From an optimization exercise on the open Yosys and OpenROAD flow, aimed at small area, a short achievable clock period and few clock cycles per item; shortcuts taken in it are not production practice. In this exercise RTL edits were held to simulation tests only and were not proved equivalent to the original.

Design iter_multiplier, start of the top module:
module iter_multiplier (
    input  logic        clk,
    input  logic        rst_n,
    input  logic        mul_start,
    input  logic [63:0] a,
    input  logic [63:0] b,
    input  logic [1:0]  op,
    input  logic        word,
    input  logic        next,
    output logic [63:0] mul_result,
    output logic        mul_ok,
    output logic        busy
);
    logic        busy_q, fix_q, inc_q, ok_q;
    logic [63:0] a_q, b_q;
    logic        a64_q, b64_q;
    logic [66:0] s_q, c_q;
    logic        cy_q;
    logic [7:0]  lo_s_q, lo_c_q;
    logic [3:0]  one_q, two_q, neg_q;       
    logic [3:0]  one_h_q, two_h_q, neg_h_q;  
    logic [2:0]  cnt_q;
    logic        word_q, fixop_q;
    wire idle = !busy_q && !ok_q;
    wire calc = busy_q && !fix_q && !inc_q;
    wire a_sgn_in = (op != 2'b11);
    wire b_sgn_in = !op[1];
    wire a64_in   = a_sgn_in & a[63];
    function automatic logic [2:0] benc(input logic x2, input logic x1, input logic x0);
        benc[0] = x1 ^ x0;                                   
        benc[1] = (x2 & ~x1 & ~x0) | (~x2 & x1 & x0);        
        benc[2] = x2;                                        
    endfunction
    logic [8:0] win;
    logic [3:0] one_d, two_d, neg_d;
    always_comb begin
        if (idle) win = b[8:0];
        else      win = {(cnt_q == 3'd6 && !word_q) ? b64_q : b_q[16], b_q[15:8]};
        for (int i = 0; i < 4; i++) begin
            logic [2:0] e;
            e = benc(win[2*i+2], win[2*i+1], win[2*i]);
            one_d[i] = e[0];
            two_d[i] = e[1];
            neg_d[i] = e[2];
        end
    end
    wire [66:0] ax = {a64_q, a64_q, a64_q, a_q};
    wire [66:0] ax2 = {ax[65:0], 1'b0};
    logic [66:0] e0, e1, e2, e3;
    always_comb begin
        logic [66:0] p0, p1, p2, p3;
        p0 = {({33{one_h_q[0]}} & ax[66:34] | {33{two_h_q[0]}} & ax2[66:34]) ^ {33{neg_h_q[0]}},
              ({34{one_q[0]}} & ax[33:0] | {34{two_q[0]}} & ax2[33:0]) ^ {34{neg_q[0]}}};
        p1 = {({33{one_h_q[1]}} & ax[66:34] | {33{two_h_q[1]}} & ax2[66:34]) ^ {33{neg_h_q[1]}},
              ({34{one_q[1]}} & ax[33:0] | {34{two_q[1]}} & ax2[33:0]) ^ {34{neg_q[1]}}};
        p2 = {({33{one_h_q[2]}} & ax[66:34] | {33{two_h_q[2]}} & ax2[66:34]) ^ {33{neg_h_q[2]}},
              ({34{one_q[2]}} & ax[33:0] | {34{two_q[2]}} & ax2[33:0]) ^ {34{neg_q[2]}}};
  ...
Size: about 310 flip-flops, roughly 200 I/O pins, ~0.025 sq mm of cells after synthesis.
Settings: LEC_CHECK=0, CAP_MARGIN=20, CORE_MARGIN=2, CORE_UTILIZATION=40, CTS_CLUSTER_DIAMETER=60, CTS_CLUSTER_SIZE=24, PLACE_DENSITY=0.8, SETUP_SLACK_MARGIN=4.5, SLEW_MARGIN=20; clock period 7.5 ns.
standard.sh (not shown) runs the stock make flow with config.mk's settings and CLKGATE_MAP_FILE= SYNTH_SCRIPT=/design/flow/synth_recipe.tcl, a recipe that flattens the netlist after the stock synthesis.
==> flow/flow/run.sh <==
#!/bin/bash
set -e
export BUFFER_PORTS_ARGS="-buffer_cell sky130_fd_sc_hd__buf_2"
bash standard.sh > standard.log 2>&1
The starting point finished clean.
Testbench counts at the start, summed over its fixed seeds: cycles 23,924, items 2,400.
Next try:
==> flow/flow/run.sh (replaced) <==
#!/bin/bash
set -e
export BUFFER_PORTS_ARGS="-buffer_cell sky130_fd_sc_hd__buf_1"
bash standard.sh > standard.log 2>&1
Area after synthesis is unchanged.
Register-to-register slack hardly moves.
Global-route usage drops by 0.17 points.
Setup slack got worse by 0.010 ns.
Next try:
--- a/flow/config.mk
+++ b/flow/config.mk
@@ -10,4 +10,4 @@
 export CORE_UTILIZATION = 40
-export CTS_CLUSTER_DIAMETER = 60
-export CTS_CLUSTER_SIZE = 24
+export CTS_CLUSTER_DIAMETER = 50
+export CTS_CLUSTER_SIZE = 32
 export PLACE_DENSITY = 0.8
=> Routed wire length goes up by 0.57%; clock-buffer cell count goes up by 5; register-to-register slack gets worse by 0.08 ns; setup slack gets worse by 0.078 ns.
Next try:
==> flow/flow/run.sh (replaced) <==
#!/bin/bash
set -e
export BUFFER_PORTS_ARGS="-buffer_cell sky130_fd_sc_hd__buf_2"
bash standard.sh > standard.log 2>&1
--- a/flow/config.mk
+++ b/flow/config.mk
@@ -10,5 +10,2 @@
 export CORE_UTILIZATION = 40
-export CTS_CLUSTER_DIAMETER = 50
-export CTS_CLUSTER_SIZE = 32
-export PLACE_DENSITY = 0.8
 export SETUP_SLACK_MARGIN = 4.5
Effect: Maximum frequency grows by 3.5%. Synthesized area stays the same. Worst setup slack improved by 0.10 ns. Final area grows by 1.4%. Wire length grows by 2.6%. Register-to-register slack improved by 0.10 ns.
Next try:
==> flow/flow/run.sh (replaced) <==
#!/bin/bash
set -e
export BUFFER_PORTS_ARGS="-buffer_cell sky130_fd_sc_hd__buf_1"
bash standard.sh > standard.log 2>&1
--- a/flow/config.mk
+++ b/flow/config.mk
@@ -10,2 +10,6 @@
 export CORE_UTILIZATION = 40
+export CTS_CLUSTER_DIAMETER = 60
+export CTS_CLUSTER_SIZE = 24
+export GPL_ROUTABILITY_DRIVEN = 0
+export PLACE_DENSITY = 0.8
 export SETUP_SLACK_MARGIN = 4.5
Effect:
- global-route usage is lower by 0.98 points
- clock skew barely changes
- worst setup slack got worse by 0.025 ns
- sequential share of layout area rises by 0.65 points

* * *

iter_multiplier again, from the RTL that the note above started with.
clock: 7.5 ns
lec_check: 0
cap_margin: 20
core_margin: 2
core_utilization: 40
cts_cluster_diameter: 60
cts_cluster_size: 24
setup_slack_margin: 4.5
slew_margin: 20
==> flow/flow/run.sh <==
#!/bin/bash
set -e
export BUFFER_PORTS_ARGS="-buffer_cell sky130_fd_sc_hd__buf_2"
bash standard.sh > standard.log 2>&1
Testbench counts at the start, summed over its fixed seeds: cycles 23,924, items 2,400.
Next try:
Settings changed: ABC_AREA set to 1, PLACE_DENSITY set to 0.8.
Effect:
- worst setup slack degrades by 0.057 ns
- wire length went up by roughly a tenth
- design area went up by a few percent
- die area went up by a few percent
- synthesized area went up by a few percent
- hold slack degrades by 0.031 ns
- first-iteration DRC count went up by well over a third
- clock-buffer cell count went up by 1
- sequential share of layout area went down by 1.1 points
Next try:
==> flow/flow/run.sh (replaced) <==
#!/bin/bash
set -e
export BUFFER_PORTS_ARGS="-buffer_cell sky130_fd_sc_hd__buf_1"
bash standard.sh > standard.log 2>&1
Settings changed: ABC_AREA 1 to unset, SETUP_SLACK_MARGIN 4.5 to 4.55.
- die area decreases by a few percent
- worst hold slack gains 0.022 ns
- non-clock buffer count falls by 17
Next try:
==> flow/flow/run.sh (replaced) <==
#!/bin/bash
set -e
export BUFFER_PORTS_ARGS="-buffer_cell sky130_fd_sc_hd__buf_2"
bash standard.sh > standard.log 2>&1
Settings changed: CTS_CLUSTER_DIAMETER 60 to unset, CTS_CLUSTER_SIZE 24 to unset, PLACE_DENSITY 0.8 to unset, SETUP_SLACK_MARGIN 4.55 to 4.7.
Result: Via count rose by 1.8%. Final cell count rose by 4.1%. Count of clock-buffer cells in the layout rose by 26. Non-clock buffer count rose by 120. Global-route usage rose by 1.9 points.

[what the ideal ports hide]
Ports are ideal in the flow. The routed layouts listed here were re-timed in OpenROAD. Step 1: set_driving_cell puts a clkbuf_16 on clk and a buf_2 on each other input, an assumption about the parent block. Step 2 also shifts input and output timing later by t, the mid clock arrival at the registers, as if the neighbouring blocks saw the same clock. Three values: no drivers, after step 1, after step 2; two values: the first two.
| run | shift t [ns] | slack for setup (ns) | worst hold slack (ns) | worst setup path after step 2 | pins driven straight from the clock port |
|---|---|---|---|---|---|
| the first run of note 1 | 0.652 | 4.556 / 4.556 / 4.483 | 0.418 / 0.418 / 0.418 | input to register | 1 |
| the second run of note 1 | 0.639 | 4.546 / 4.546 / 4.086 | 0.407 / 0.407 / 0.407 | input to register | 1 |
| the third run of note 1 | 0.671 | 4.468 / 4.468 / 4.014 | 0.406 / 0.406 / 0.406 | input to register | 1 |
| the fourth run of note 1 | 0.623 | 4.571 / 4.571 / 4.517 | 0.413 / 0.413 / 0.413 | input to register | 1 |
| the fifth run of note 1 | 0.639 | 4.546 / 4.546 / 4.086 | 0.407 / 0.407 / 0.407 | input to register | 1 |
| the first run of note 2 | 0.683 | 4.561 / 4.555 / 4.536 | 0.416 / 0.416 / 0.416 | input to register | 1 |
| the second run of note 2 | 0.664 | 4.504 / 4.504 / 4.310 | 0.386 / 0.386 / 0.386 | input to register | 1 |
| the third run of note 2 | 0.657 | 4.537 / 4.537 / 4.286 | 0.407 / 0.407 / 0.407 | input to register | 1 |
| the fourth run of note 2 | 0.632 | 4.653 / 4.653 / 4.230 | 0.402 / 0.402 / 0.402 | input to register | 1 |
After both steps every run listed still meets setup and hold.
